From an optimization exercise on the open Yosys and OpenROAD flow, aimed at small area, a short achievable clock period and few clock cycles; shortcuts taken in it are not production practice.
In this exercise RTL edits were held to simulation tests only and were not proved equivalent to the original.
Power figures rest on the tool's default switching activity, not on a simulated workload.

===== design.v =====
package rv_byte_pkg;
  typedef logic [31:0]           word_t;     
  typedef logic [16-1:0] addr_t;     
  typedef logic [7:0]            byte_t;     
  typedef logic [4:0]            reg_idx_t;  
  typedef logic [2:0]            funct3_t;   
  typedef enum logic [2:0] {
    PH_FETCH0,
    PH_FETCH1,
    PH_FETCH2,
    PH_FETCH3,
    PH_EXEC,
    PH_STORE
  } seq_state_t;
  typedef enum logic [3:0] {
    CL_LUI,
    CL_AUIPC,
    CL_JAL,
    CL_JALR,
    CL_BRANCH,
    CL_STORE,
    CL_OPIMM,
    CL_OP,
    CL_NOP
  } op_class_t;
endpackage
`timescale 1ns/1ps
module rv_regfile (
  input  logic       clk,
  input  logic       clr,       
  input  logic [4:0] ra,
  input  logic [4:0] rb,
  input  logic       we,
  input  logic [4:0] wa,
  input  logic [7:0] wd,
  input  logic       set_en,    
  input  logic [4:0] set_a,
  output logic [7:0] qa,        
  output logic [7:0] qb
);
  logic [255:0] b0;
  logic [255:0] b1;
  logic [255:0] b2;
  logic [255:0] b3;
  assign b0[7:0] = 8'h00;
  assign b1[7:0] = 8'h00;
  assign b2[7:0] = 8'h00;
  assign b3[7:0] = 8'h00;
  for (genvar r = 1; r < 32; r++) begin : g_ring
    logic w;
    logic s;
    assign w = clr | (we && wa == 5'(r));
    assign s = set_en && set_a == 5'(r);
    always_ff @(posedge clk) begin
      b0[8*r +: 8] <= b1[8*r +: 8];
      b1[8*r +: 8] <= b2[8*r +: 8];
      b2[8*r +: 8] <= w ? (clr ? 8'h00 : wd) : b3[8*r +: 8];
      b3[8*r +: 8] <= {b0[8*r+1 +: 7], b0[8*r] | s};
    end
  end
  assign qa = b0[8*ra +: 8];
  assign qb = b0[8*rb +: 8];
endmodule
`timescale 1ns/1ps
module rv_byte_core (
  input  logic        clk,
  input  logic        rst,
  input  logic        hold,
  input  logic [7:0]  data_in,
  output logic [15:0] address,
  output logic [7:0]  data_out,
  output logic        wren
);
  logic [1:0]  ph;
  logic        clr;        
  logic [31:0] ir;         
  logic [11:0] ir_hi;
  logic [14:0] ir_lo;
  logic [15:0] ipc;        
  logic [15:0] fa;         
  logic        wn;         
  logic        wnb;        
  logic        iv;         
  logic        slot2;      
  logic [23:0] fb;         
  logic [1:0]  fcnt;       
  logic [15:0] fpc;        
  logic        fgo;        
  logic [2:0]  wc;         
  logic        c_alu;
  logic        c_pc;
  logic        eq_acc;
  logic [4:0]  shamt_l;
  logic        sign_l;
  logic        slt_pend;
  logic [7:0]  lb1, lb2, lb3;
  logic        we_q;       
  logic [4:0]  wa_q;
  logic [7:0]  wd_q;
  logic [6:0] opc;
  logic [2:0] f3;
  logic [6:0] f7;
  logic [4:0] rd, rs2;
  logic is_lui, is_auipc, is_jal, is_jalr, is_br, is_st, opimm, opreg, alu;
  logic sh_l, sh_r, sh, slt, sub, use_imm, inv;
  assign ir  = {ir_hi, 5'b0, ir_lo};
  assign opc = ir[6:0];
  assign f3  = ir[14:12];
  assign f7  = ir[31:25];
  assign rd  = ir[11:7];
  assign rs2 = ir[24:20];
  assign is_lui   = opc == 7'b0110111;
  assign is_auipc = opc == 7'b0010111;
  assign is_jal   = opc == 7'b1101111;
  assign is_jalr  = opc == 7'b1100111 && f3 == 3'b000;
  assign is_br    = opc == 7'b1100011 && f3[2:1] != 2'b01;
  assign is_st    = opc == 7'b0100011 && !f3[2] && f3[1:0] != 2'b11;
  assign opimm    = opc == 7'b0010011 &&
                    (f3 == 3'b001 ? f7 == 7'h00 :
                     f3 == 3'b101 ? (f7 == 7'h00 || f7 == 7'h20) : 1'b1);
  assign opreg    = opc == 7'b0110011 &&
                    (f7 == 7'h00 || (f7 == 7'h20 && (f3 == 3'b000 || f3 == 3'b101)));
  assign alu      = opimm | opreg;
  assign sh_l     = alu && f3 == 3'b001;
  assign sh_r     = alu && f3 == 3'b101;
  assign sh       = sh_l | sh_r;
  assign slt      = alu && f3[2:1] == 2'b01;
  assign sub      = opreg && f3 == 3'b000 && ir[30];
  assign use_imm  = opimm | is_st | is_jalr;
  assign inv      = sub | slt | is_br;
  logic [31:0] imm_a;    
  logic [31:0] imm_u;
  logic [15:0] imm_b;
  logic [7:0]  imma_k, immu_k, immb_k;
  assign imm_a  = is_st ? {{20{ir[31]}}, ir[31:25], ir[11:7]} : {{20{ir[31]}}, ir[31:20]};
  assign imm_u  = {ir[31:20], ra, ir[14:12], 12'b0};    
  assign imm_b  = {{4{ir[31]}}, ir[7], ir[30:25], ir[11:8], 1'b0};
  assign imma_k = imm_a[8*ph +: 8];
  assign immu_k = imm_u[8*ph +: 8];
  assign immb_k = ph[0] ? imm_b[15:8] : imm_b[7:0];
  logic [4:0] ra, rb;      
  logic [7:0] qa, qb, ta, tb;
  logic       we;
  logic [7:0] wdata;
  rv_regfile rf_i (
    .clk    (clk),
    .clr    (clr),
    .ra     (ra),
    .rb     (rb),
    .we     (we_q),
    .wa     (wa_q),
    .wd     (wd_q),
    .set_en (slt_pend),
    .set_a  (wa_q),        
    .qa     (qa),
    .qb     (qb)
  );
  assign ta = {qa[7:1], qa[0] | (slt_pend && ra == wa_q)};
  assign tb = {qb[7:1], qb[0] | (slt_pend && rb == wa_q)};
  logic [7:0] y, sum;
  logic       cout, cin, lt, ltu, eq_now, take, mispred;
  assign y   = use_imm ? imma_k : tb;
  assign cin = (ph == 2'd0) ? inv : c_alu;
  assign {cout, sum} = {1'b0, ta} + {1'b0, y ^ {8{inv}}} + {8'b0, cin};
  logic [7:0] cg, cp;
  logic [3:0] g1, p1;
  logic [1:0] g2, p2;
  logic       cfast;
  assign cg = ta & ~y;
  assign cp = ta | ~y;
  for (genvar i = 0; i < 4; i++) begin : g_cla1
    assign g1[i] = cg[2*i+1] | (cp[2*i+1] & cg[2*i]);
    assign p1[i] = cp[2*i+1] & cp[2*i];
  end
  for (genvar i = 0; i < 2; i++) begin : g_cla2
    assign g2[i] = g1[2*i+1] | (p1[2*i+1] & g1[2*i]);
    assign p2[i] = p1[2*i+1] & p1[2*i];
  end
  assign cfast  = g2[1] | (p2[1] & g2[0]) | (p2[1] & p2[0] & c_alu);
  assign ltu    = !cfast;
  assign lt     = (ta[7] ^ y[7]) ? ta[7] : !cfast;
  assign eq_now = (ta == y) && (ph == 2'd0 || eq_acc);
  always_comb begin
    case (f3)
      3'b000:  take = eq_now;
      3'b001:  take = !eq_now;
      3'b100:  take = lt;
      3'b101:  take = !lt;
      3'b110:  take = ltu;
      default: take = !ltu;
    endcase
  end
  logic pred;
  assign pred    = ir[31] || f3[0];    
  assign mispred = iv && is_br && ph == 2'd3 && (take != pred);
  logic [7:0] pp, pq, pcsum;
  logic       pcout;
  assign pp = (ph == 2'd0) ? ipc[7:0] : (ph == 2'd1) ? ipc[15:8] : 8'h00;
  assign pq = is_auipc ? immu_k :
              (is_br && !pred) ? immb_k :
              (ph == 2'd0) ? 8'd4 : 8'd0;
  assign {pcout, pcsum} = {1'b0, pp} + {1'b0, pq} + {8'b0, (ph != 2'd0) && c_pc};
  logic [4:0] sh0, shamt;
  logic       sh_l_op;
  assign sh_l_op = !f3[2];    
  logic [1:0] q;
  logic [2:0] r;
  logic [7:0] lbs [4];
  logic [7:0] fill, sh_out;
  logic [2:0] kq;
  assign sh0   = opreg ? ta[4:0] : rs2;
  assign shamt = (ph == 2'd0 && !slot2) ? sh0 : shamt_l;
  assign q     = shamt[4:3];
  assign r     = shamt[2:0];
  assign lbs[0] = tb;
  assign lbs[1] = lb1;
  assign lbs[2] = lb2;
  assign lbs[3] = lb3;
  assign kq    = {1'b0, ph} + {1'b0, q};
  assign fill  = (ir[30] && sign_l) ? 8'hff : 8'h00;
  logic [1:0]  hidx;
  logic [7:0]  fun_h, fun_l;
  logic [3:0]  sh_s;
  logic [15:0] sh_w;
  always_comb begin
    hidx = sh_l_op ? q : ~q;
    if (sh_l_op) begin
      fun_h = (ph >= q) ? lbs[hidx] : 8'h00;
      fun_l = (ph > q) ? lbs[hidx + 2'd1] : 8'h00;
      sh_s = 4'd8 - {1'b0, r};
    end else begin
      fun_h = (kq <= 3'd2) ? lbs[hidx] : fill;
      fun_l = (kq <= 3'd3) ? lbs[hidx + 2'd1] : fill;
      sh_s = {1'b0, r};
    end
    sh_w   = {fun_h, fun_l} >> sh_s;
    sh_out = sh_w[7:0];
  end
  always_comb begin
    if (is_lui) wdata = immu_k;
    else if (is_auipc || is_jal || is_jalr) wdata = pcsum;
    else begin
      case (f3)
        3'b000:  wdata = sum;
        3'b001:  wdata = sh_out;
        3'b010,
        3'b011:  wdata = 8'h00;
        3'b100:  wdata = ta ^ y;
        3'b101:  wdata = sh_out;
        3'b110:  wdata = ta | y;
        default: wdata = ta & y;
      endcase
    end
  end
  assign we = iv && rd != 5'd0 &&
              (is_lui || is_auipc || is_jal || is_jalr || (alu && !sh_r) || (sh_r && slot2));
  logic [2:0]  nb;
  logic        write_now, wr_go, fetch_now, done, ld_ok, hit;
  logic [15:0] fa1;
  logic [2:0]  wc_n;
  assign nb        = (f3[1:0] == 2'd0) ? 3'd1 : (f3[1:0] == 2'd1) ? 3'd2 : 3'd4;
  assign write_now = wn;
  assign wc_n      = wc + {2'b0, wr_go};
  assign wr_go     = write_now && !hold;
  assign wren      = !(hold || wnb);
  assign data_out  = lb2;
  assign address   = wn ? ipc : fa;
  assign fa1       = address + 16'd1;
  assign hit       = wr_go && fcnt != 2'd0 &&
                     (ipc[15:2] == fpc[15:2] || ipc[15:2] == fa[15:2]);
  assign done      = !iv || (is_st ? wc_n == nb : sh_r ? slot2 : 1'b1);
  assign ld_ok     = ph == 2'd3 && done && fgo && fcnt == 2'd3 && !hold && !write_now;
  assign fetch_now = fgo && !write_now && !hold && fcnt != 2'd3;
  logic        y_jal, y_br, y_jalr, y_redir;
  logic [15:0] imm16;
  assign y_jal   = fb[6:0] == 7'b1101111;
  assign y_br    = fb[6:0] == 7'b1100011 && fb[14:13] != 2'b01;
  assign y_jalr  = fb[6:0] == 7'b1100111 && fb[14:12] == 3'b000;
  assign y_redir = y_jal || (y_br && (data_in[7] || fb[12]));
  logic       y_sh;
  logic [4:0] y_rs1, y_rs2;
  assign y_sh    = (fb[6:0] == 7'b0110011 || fb[6:0] == 7'b0010011) && fb[13:12] == 2'b01;
  assign y_rs1   = fb[19:15];
  assign y_rs2   = {data_in[0], fb[23:20]};
  assign imm16   = y_jal ? {fb[15:12], fb[20], data_in[6:0], fb[23:21], 1'b0}
                         : {{4{data_in[7]}}, fb[7], data_in[6:1], fb[11:8], 1'b0};
  always_ff @(posedge clk) begin
    wd_q   <= wdata;
    wa_q   <= rd;
    lb1    <= tb;
    lb2    <= lb1;
    lb3    <= lb2;
    c_alu  <= cout;
    c_pc   <= pcout;
    eq_acc <= eq_now;
    if (ph == 2'd0 && !slot2) shamt_l <= sh0;
    if (ph == 2'd3 && !slot2) sign_l <= tb[7];
    if (fetch_now) fb <= {data_in, fb[23:8]};    
    if (iv && is_br && ph == 2'd0) ipc[7:0]  <= pcsum;
    if (iv && is_br && ph == 2'd1) ipc[15:8] <= pcsum;
    if (iv && is_st && wc == 3'd0 && ph == 2'd0) ipc[7:0]  <= sum;
    if (iv && is_st && wc == 3'd0 && ph == 2'd1) ipc[15:8] <= sum;
    if (wr_go) ipc <= fa1;
    if (ld_ok) begin
      ir_hi <= {data_in, fb[23:20]};
      ir_lo <= fb[14:0];
      ipc <= fpc;
      ra  <= (y_sh && fb[5]) ? y_rs2 : y_rs1;
      rb  <= y_sh ? y_rs1 : y_rs2;
    end
  end
  always_ff @(posedge clk) begin
    if (rst) begin
      ph       <= 2'd0;
      clr      <= 1'b1;
      iv       <= 1'b0;
      slot2    <= 1'b0;
      fcnt     <= 2'd0;
      fpc      <= 16'h0000;
      fgo      <= 1'b1;
      wc       <= 3'd0;
      slt_pend <= 1'b0;
      we_q     <= 1'b0;
      fa       <= 16'h0000;
      wn       <= 1'b0;
      wnb      <= 1'b1;
    end else begin
      wn       <= iv && is_st && wc_n != nb && ph == wc_n[1:0] + 2'd1;
      wnb      <= !(iv && is_st && wc_n != nb && ph == wc_n[1:0] + 2'd1);
      if (fetch_now) fa <= fa1;
      if (hit) fa <= fpc;
      ph       <= ph + 2'd1;
      we_q     <= we;
      if (ph == 2'd3) clr <= 1'b0;
      slt_pend <= iv && slt && rd != 5'd0 && ph == 2'd3 && (f3[0] ? ltu : lt);
      if (fetch_now) fcnt <= fcnt + 2'd1;
      if (hit) fcnt <= 2'd0;
      if (wr_go) wc <= wc + 3'd1;
      if (iv && is_jalr && ph == 2'd0) fpc[7:0] <= {sum[7:1], 1'b0};
      if (iv && is_jalr && ph == 2'd1) begin
        fpc[15:8] <= sum;
        fa        <= {sum, fpc[7:0]};
        fgo       <= 1'b1;
        fcnt      <= 2'd0;
      end
      if (ph == 2'd3) begin
        if (mispred) begin
          iv   <= 1'b0;
          fcnt <= 2'd0;
          fpc  <= ipc;
          fa   <= ipc;
          fgo  <= 1'b1;
        end else if (ld_ok) begin
          iv    <= 1'b1;
          slot2 <= 1'b0;
          fcnt  <= 2'd0;
          wc    <= 3'd0;
          fpc   <= y_redir ? fpc + imm16 : fa1;
          fa    <= y_redir ? fpc + imm16 : fa1;
          fgo   <= !y_jalr;
        end else if (done) begin
          iv    <= 1'b0;
          slot2 <= 1'b0;
        end else if (sh_r) begin
          slot2 <= 1'b1;
        end
      end
    end
  end
endmodule

===== constraint.sdc =====
create_clock -name core_clock -period 12.0 [get_ports {clk}]
set_input_delay 2.4000 -clock core_clock [delete_from_list [all_inputs] [get_ports {clk}]]
set_output_delay 2.4000 -clock core_clock [all_outputs]
set_load 0.01 [all_outputs]

===== standard.sh =====
#!/bin/bash
# synth_recipe.tcl (not shown) runs the flow's synth.tcl, then flattens the netlist and writes it again
# the make line also repeats each setting of config.mk as NAME=value (left out here)
make -C /OpenROAD-flow-scripts/flow DESIGN_CONFIG=/design/flow/config.mk WORK_HOME=/design/flow/orfs CLKGATE_MAP_FILE= SYNTH_SCRIPT=/design/flow/synth_recipe.tcl "${@:-finish}"

===== config.mk =====
export PLATFORM = sky130hd
export DESIGN_NAME = rv_byte_core
export DESIGN_NICKNAME = rv_byte_core
export VERILOG_FILES = /design/flow/design.v
export SDC_FILE = /design/flow/constraint.sdc
export NUM_CORES = 4
export LEC_CHECK = 0
export CAP_MARGIN = 20
export CORE_MARGIN = 2
export CORE_UTILIZATION = 70
export CTS_CLUSTER_DIAMETER = 70
export CTS_CLUSTER_SIZE = 30
export PLACE_DENSITY = 0.8
export SLEW_MARGIN = 20

===== flow/run.sh =====
#!/bin/bash
# The standard layout (standard.sh: ORFS from synthesis to the final DEF, unchanged
# synthesis), with two changes to how it is made:
#  - every repair_timing step is asked for 7.0 ns of setup slack beyond the constraint (ORFS's
#    SETUP_SLACK_MARGIN), so the optimizer keeps sizing and buffering paths that already meet
#    the 12 ns clock;
#  - the port buffers that global placement adds to every input and output (buffer_ports) are
#    buf_1 cells instead of the default choice; repair still resizes them where timing needs it.
# The clock, the I/O delays and the loads in constraint.sdc are the standard flow's, untouched.
set -uo pipefail
export SETUP_SLACK_MARGIN=7.0
export BUFFER_PORTS_ARGS="-buffer_cell sky130_fd_sc_hd__buf_1"
bash standard.sh > standard_flow.log 2>&1

==> impl_metrics.ini <==
[floorplanning]
io_pins = 36
rows = 89
fp.dieW_um = 248
die_h_um = 248
start_util_pct = 70.6

[global_route]
antenna_found_initial = 37
grt_use_total_pct = 76.4
globalRouteOverflowTotal = 46
grt_max_degree = 92

[outcome]
outcome = aborted with a tool error
stop_stage = global routing
tool.error = [ERROR GRT-0232] Routing congestion too high. Check the congestion heatmap in the GUI.

[clock_network]
cts-buffers-inserted = 53
clkSinkCount = 1162
h-tree-depth = 2
cts_buffer_depth = 3
clockRootBuffer = clkbuf_16

[yosys]
syn-num-nets = 3789
synth_xor_xnor_area_share_pct = 1.94
synth-main-ff-cell = dfxtp_1
synth_compound_area_share_pct = 9.90
synth_top_family_by_area = multiplexers
synthesis.area_um2 = 41600
synthDistinctLibCells = 100
synthArstFlopShare_pct = 0
synth_area_leaders = dfxtp_1, mux4_2, edfxtp_1, mux2i_1, a21oi_1
synth_area_leader_cell = dfxtp_1
ys_seq_elements = 1162
synthSimpleGateAreaFrac_pct = 11.3
synthCells = 3697
synth_top_area_share_pct = 52.2
yosysSeqAreaShare_pct = 57.8
synth.most_common_cell = dfxtp_1
synthAdderAreaFrac_pct = 2.55
yosysWarnings = 3
synth_edf_count = 78
ys_top_cells_by_count = dfxtp_1, nand2_1, a21oi_1, nor2_1, mux2i_1
synthMuxAreaShare_pct = 13.6
avgSynthCellArea_um2 = 11.2

[timing]
crit_endpoint = wd_q[7]$_DFF_P_/D
worst_endpoint_kind = register input

[place]
portBuffers = 35
gp_congestion = 1.01
dp.cells = 4348
placed_area_um2 = 42400
dp_hpwl_mm = 89.8
==> worst min-delay path by stage <==
| stage | depth (start not counted) | start | slack (ns) | to |
|---|---|---|---|---|
| 2_1_floorplan | 0 | rf_i.b1[100] | 0.31 | rf_i.b0[100] |
| 3_3_place_gp | 0 | rf_i.b2[67] | 0.31 | rf_i.b1[67] |
| 3_5_place_dp | 0 | rf_i.b1[54] | 0.31 | rf_i.b0[54] |
| 4_1_cts | 0 | rf_i.b1[13] | 0.33 | rf_i.b0[13] |
==> metrics by stage <==
step | hold WS, ns | util (%) | power [uW] | setup WS (ns)
CTS | 0.327 | 78.4 | 6440 | 6.82
global placement | 0.310 | 72.0 | 4300 | 4.67
floorplan | 0.310 | - | 4200 | 6.95
detailed placement | 0.312 | 72.0 | 4300 | 4.36
==> power by group through the flow <==
| stage | combinational [uW] | sequential, uW | clock [uW] |
|---|---|---|---|
| after floorplan | 196 | 4010 | 0 |
| after global placement | 284 | 4010 | 0 |
| after detailed placement | 289 | 4010 | 0 |
| after CTS | 328 | 3930 | 2190 |
==> timing repair <==
action / CTS
gates resized for setup: 214
cloned: 14
buffers inserted: 89
pin swaps: 62
endpoints found under the setup margin: 121
hold buffers: 0
==> kinds of logic after synthesis <==
| logic type | count (synthesis) |
|---|---|
| and+or+nand+nor | 1016 |
| xor gates and xnor gates | 92 |
| muxes | 393 |
| DFF | 1162 |
| AOI/OAI and AO/OA | 644 |
| buffers and inverters | 309 |
| adders and majority gates | 81 |
==> routing by layer <==
layer / overflow / global-route usage (%)
met1: 0 / 77.4
met2: 14 / 90.2
met3: 2 / 64.7
met4: 30 / 71.9
met5: 0 / 37.8
Testbench counts, summed over its fixed seeds: cycles 172,612.
